This design comes from an exercise in tuning for small area, a short achievable clock period and few clock cycles per item on the open sky130 flow, not from production work. Where RTL was checked, it was by simulation tests only, not by an equivalence proof against the original. No activity file was given, so power comes from the tool's default toggle rates.

Setup of the previous run:
==> module tophat_subtract, before the edit <==
module tophat_subtract #(
    parameter int DATA_WIDTH = 16,
    parameter int LAG        = 35,
    parameter int DEPTH      = 128,
    localparam int PTR_W     = (DEPTH > 1) ? $clog2(DEPTH) : 1,
    localparam int CNT_W     = $clog2(DEPTH + 1),
    localparam int DROP_W    = $clog2(LAG + 2)
) (
    input  logic                  clk,
    input  logic                  areset,
    input  logic [DATA_WIDTH-1:0] axis_raw_tdata,
    input  logic                  axis_raw_tvalid,
    output logic                  axis_raw_tready,
    input  logic [DATA_WIDTH-1:0] axis_base_tdata,
    input  logic                  axis_base_tvalid,
    output logic                  axis_base_tready,
    output logic [DATA_WIDTH-1:0] axis_out_tdata,
    output logic                  axis_out_tvalid,
    input  logic                  axis_out_tready,
    output logic                  sat_flag
);
    localparam int                NB       = DEPTH / 2;       
    localparam int                NGRP     = NB / 2;          
    localparam int                NLO      = 8;               
    localparam int                NHI      = DEPTH / NLO;
    localparam logic [PTR_W-1:0]  HOLD_MAX = PTR_W'(DEPTH - 1);
    localparam logic [DROP_W-1:0] LAG_C    = DROP_W'(LAG);
    logic [DATA_WIDTH-1:0] mem [DEPTH];
    logic [DATA_WIDTH-1:0] w_data;
    logic                  w_v;
    logic [NLO-1:0]        w_lo;
    logic [NLO-1:0]        wr_lo_n;
    logic [NHI-1:0]        wr_hi_n;
    logic [NLO-1:0]        wr_lo;
    logic [NHI-1:0]        wr_hi;
    logic [NGRP-1:0]       rd_lo [2];
    logic                  rd_hi [2];
    logic                  rd_bank;        
    logic [DATA_WIDTH-1:0] rd_part [2][2];
    logic [PTR_W-1:0]      held;           
    logic [DROP_W-1:0]     drop_cnt;
    logic                  warm;           
    logic                  raw_rdy, base_rdy;
    logic                  p1_v;
    logic [DATA_WIDTH-1:0] p1_raw, p1_base;
    logic                  d_v, d_ovf;
    logic [DATA_WIDTH-1:0] d_diff;
    logic                  s_v, s_sat;
    logic [DATA_WIDTH-1:0] s_data;
    logic                  o_v, o_sat;
    logic [DATA_WIDTH-1:0] o_data;
    logic                  sticky;
    assign axis_raw_tready  = raw_rdy;
    assign axis_base_tready = base_rdy;
    assign axis_out_tdata   = o_data;
    assign axis_out_tvalid  = o_v;
    assign sat_flag         = o_sat;
    logic raw_hs, base_hs, pair, drop;
    assign raw_hs  = axis_raw_tvalid && raw_rdy;
    assign base_hs = axis_base_tvalid && base_rdy;
    assign pair    = base_hs && !warm;
    assign drop    = base_hs && warm;
    logic [DATA_WIDTH-1:0] rd_data;
    assign rd_data = rd_hi[rd_bank] ? rd_part[rd_bank][1] : rd_part[rd_bank][0];
    logic [DATA_WIDTH-1:0] diff;
    logic                  ovf;
    assign diff = p1_raw - p1_base;
    assign ovf  = (p1_raw[DATA_WIDTH-1] ^ p1_base[DATA_WIDTH-1]) &&
                  (p1_raw[DATA_WIDTH-1] ^ diff[DATA_WIDTH-1]);
    logic [DATA_WIDTH-1:0] res;
    assign res = d_ovf ? {d_diff[DATA_WIDTH-1] ? 1'b0 : 1'b1,
                          {(DATA_WIDTH-1){d_diff[DATA_WIDTH-1]}}} : d_diff;
    assign wr_lo_n = w_v ? {wr_lo[NLO-2:0], wr_lo[NLO-1]} : wr_lo;
    assign wr_hi_n = (w_v && wr_lo[NLO-1]) ? {wr_hi[NHI-2:0], wr_hi[NHI-1]} : wr_hi;
    logic o_free;
    assign o_free = !o_v || axis_out_tready;
    logic [PTR_W-1:0] held_inc, held_dec, held_n;
    logic             raw_rdy_n, old_n;
    logic             warm_n, p1_v_n, s_v_n;
    assign held_inc = held + 1'b1;
    assign held_dec = held - 1'b1;
    always_comb begin
        case ({raw_hs, pair})
            2'b10:   held_n = held_inc;
            2'b01:   held_n = held_dec;
            default: held_n = held;
        endcase
        case ({raw_hs, pair})
            2'b10:   raw_rdy_n = held != HOLD_MAX - 1'b1;
            2'b01:   raw_rdy_n = 1'b1;
            default: raw_rdy_n = held != HOLD_MAX;
        endcase
        case ({pair, w_v})
            2'b11:   old_n = held > PTR_W'(2);
            2'b10,
            2'b01:   old_n = held > PTR_W'(1);
            default: old_n = held != '0;
        endcase
        warm_n = warm && !(drop && drop_cnt == LAG_C - 1'b1);
        p1_v_n = pair || (p1_v && s_v);
        s_v_n  = !o_free && (s_v || d_v);
    end
    always_ff @(posedge clk) begin
        for (int j = 0; j < NHI; j++) begin
            for (int i = 0; i < NLO; i++) begin
                if (w_lo[i] && wr_hi[j]) mem[j * NLO + i] <= w_data;
            end
        end
        w_data <= axis_raw_tdata;
        for (int b = 0; b < 2; b++) begin
            for (int h = 0; h < 2; h++) begin
                logic [DATA_WIDTH-1:0] acc;
                acc = '0;
                for (int i = 0; i < NGRP; i++) begin
                    acc = acc | ({DATA_WIDTH{rd_lo[b][i]}} & mem[2 * (h * NGRP + i) + b]);
                end
                rd_part[b][h] <= acc;
            end
        end
        if (pair) begin
            p1_raw  <= rd_data;
            p1_base <= axis_base_tdata;
        end
        if (!s_v) begin
            d_diff <= diff;
            d_ovf  <= ovf;
        end
        if (!o_free && !s_v && d_v) begin
            s_data <= res;
            s_sat  <= sticky || d_ovf;
        end
        if (o_free) begin
            if (s_v) begin
                o_data <= s_data;
                o_sat  <= s_sat;
            end else if (d_v) begin
                o_data <= res;
                o_sat  <= sticky || d_ovf;
            end
        end
    end
    always_ff @(posedge clk or posedge areset) begin
        if (areset) begin
            w_v      <= 1'b0;
            w_lo     <= '0;
            wr_lo    <= NLO'(1);
            wr_hi    <= NHI'(1);
            rd_lo[0] <= NGRP'(1);
            rd_lo[1] <= NGRP'(1);
            rd_hi[0] <= 1'b0;
            rd_hi[1] <= 1'b0;
            rd_bank  <= 1'b0;
            held     <= '0;
            drop_cnt <= '0;
            warm     <= 1'b1;
            raw_rdy  <= 1'b1;
            base_rdy <= 1'b1;
            p1_v     <= 1'b0;
            d_v      <= 1'b0;
            s_v      <= 1'b0;
            o_v      <= 1'b0;
            sticky   <= 1'b0;
        end else begin
            w_v <= raw_hs;
            wr_lo <= wr_lo_n;
            wr_hi <= wr_hi_n;
            w_lo  <= raw_hs ? wr_lo_n : '0;
            if (pair) begin
                rd_bank <= !rd_bank;
                for (int b = 0; b < 2; b++) begin
                    if (rd_bank == 1'(b)) begin
                        rd_lo[b] <= {rd_lo[b][NGRP-2:0], rd_lo[b][NGRP-1]};
                        if (rd_lo[b][NGRP-1]) rd_hi[b] <= !rd_hi[b];
                    end
                end
            end
            if (drop)   drop_cnt <= drop_cnt + 1'b1;
            held     <= held_n;
            warm     <= warm_n;
            raw_rdy  <= raw_rdy_n;
            base_rdy <= warm_n || (old_n && (!s_v_n || !p1_v_n));
            p1_v     <= p1_v_n;
            if (!s_v) d_v <= p1_v;
            s_v      <= s_v_n;
            o_v      <= !o_free || s_v || d_v;
            if (!s_v && d_v && d_ovf) sticky <= 1'b1;
        end
    end
endmodule
export LEC_CHECK = 0
export CAP_MARGIN = 20
export CORE_MARGIN = 2
export CORE_UTILIZATION = 50
export CTS_CLUSTER_DIAMETER = 80
export CTS_CLUSTER_SIZE = 24
export SETUP_SLACK_MARGIN = 2.5
export SLEW_MARGIN = 20
export TNS_END_PERCENT = 5
create_clock -name core_clock -period 5.0 [get_ports {clk}]
run.sh (not shown) runs the stock make flow with config.mk's settings and CLKGATE_MAP_FILE= SYNTH_SCRIPT=/design/flow/synth_recipe.tcl, a recipe that flattens the netlist after the stock synthesis.
For the current run, these inputs were changed with respect to the previous run:
diff --git a/flow/design.v b/flow/design.v
--- a/flow/design.v
+++ b/flow/design.v
@@ -28,9 +28,6 @@
     logic [DATA_WIDTH-1:0] mem [DEPTH];
     logic [DATA_WIDTH-1:0] w_data;
     logic                  w_v;
-    logic [NLO-1:0]        w_lo;
-    logic [NLO-1:0]        wr_lo_n;
-    logic [NHI-1:0]        wr_hi_n;
     logic [NLO-1:0]        wr_lo;
     logic [NHI-1:0]        wr_hi;
     logic [NGRP-1:0]       rd_lo [2];
@@ -70,8 +67,6 @@
     logic [DATA_WIDTH-1:0] res;
     assign res = d_ovf ? {d_diff[DATA_WIDTH-1] ? 1'b0 : 1'b1,
                           {(DATA_WIDTH-1){d_diff[DATA_WIDTH-1]}}} : d_diff;
-    assign wr_lo_n = w_v ? {wr_lo[NLO-2:0], wr_lo[NLO-1]} : wr_lo;
-    assign wr_hi_n = (w_v && wr_lo[NLO-1]) ? {wr_hi[NHI-2:0], wr_hi[NHI-1]} : wr_hi;
     logic o_free;
     assign o_free = !o_v || axis_out_tready;
     logic [PTR_W-1:0] held_inc, held_dec, held_n;
@@ -103,7 +98,7 @@
     always_ff @(posedge clk) begin
         for (int j = 0; j < NHI; j++) begin
             for (int i = 0; i < NLO; i++) begin
-                if (w_lo[i] && wr_hi[j]) mem[j * NLO + i] <= w_data;
+                if (w_v && wr_hi[j] && wr_lo[i]) mem[j * NLO + i] <= w_data;
             end
         end
         w_data <= axis_raw_tdata;
@@ -142,7 +137,6 @@
     always_ff @(posedge clk or posedge areset) begin
         if (areset) begin
             w_v      <= 1'b0;
-            w_lo     <= '0;
             wr_lo    <= NLO'(1);
             wr_hi    <= NHI'(1);
             rd_lo[0] <= NGRP'(1);
@@ -162,9 +156,10 @@
             sticky   <= 1'b0;
         end else begin
             w_v <= raw_hs;
-            wr_lo <= wr_lo_n;
-            wr_hi <= wr_hi_n;
-            w_lo  <= raw_hs ? wr_lo_n : '0;
+            if (w_v) begin
+                wr_lo <= {wr_lo[NLO-2:0], wr_lo[NLO-1]};
+                if (wr_lo[NLO-1]) wr_hi <= {wr_hi[NHI-2:0], wr_hi[NHI-1]};
+            end
             if (pair) begin
                 rd_bank <= !rd_bank;
                 for (int b = 0; b < 2; b++) begin
For the previous run and the current run, there was not a single run that failed to finish clean.
Compared with the previous run, the detailed router inserted more vias in the current run.
Combinational logic power delta for the current run relative to the previous run: about 4% higher
The synthesized area divided by synthesized cell count reported for the current run is smaller than that of the previous run by 0.77%.
The current run vs the previous run, detailed-routed wire length on met3 went up by 2.7%.
Compared with the previous run, placement density in the core of the current run is higher.
Clock-buffer cell count, the previous run and the current run: higher on the previous run
The current run vs the previous run, slowest cell on the critical path: dfrtp_1 vs a211oi_1
Wire length of the previous run is on par with the current run.
The current run vs. the previous run: fraction of the cycle the final worst path needs went down by 3.2 points.
Diff the previous run -> the current run: total non-filler cell area in the finished layout fell about 0.4%, proportion of cell area occupied by registers about even.
Of the two values seen for endpoint of the most critical setup path, p1_raw[9] was produced by the previous run and rd_part[1][2] by the current run.
Measured against the current run, the largest net degree at the start of global routing of the previous run comes out at 1.20 times the reference value.
Testbench counts of the current run, summed over its fixed seeds: cycles 2,704, items 2,400.
For the previous run, only the layout was checked, not whether the RTL still works.

==> static timing again, ports no longer ideal <==
The flow's constraints put no driver on any port. The routed layouts listed below were extracted and timed again, unchanged, in two steps. Step 1 (the two cells are an assumption about what drives the block):
set clk [get_ports {clk}]
set_driving_cell -lib_cell sky130_fd_sc_hd__clkbuf_16 $clk
set_driving_cell -lib_cell sky130_fd_sc_hd__buf_2 [delete_from_list [all_inputs] $clk]
Step 2, shift: input delay + t, output delay - t, t = (earliest + latest rising clock arrival at the registers) / 2. This alone moves slack from input paths to output paths. a / b / c = ideal / step 1 / step 2; a / b = the first two.
run	t (ns)	setup slack, ns	worst setup path after step 2
the previous run	0.838	2.155 / 2.155 / 1.584	input to register
the current run	0.853	2.316 / 2.241 / 1.643	input to register
After both steps every run listed still meets setup and hold. The setup slack of the current run, which loses most, moves by -0.075 ns with the drivers and by -0.673 ns with both steps.
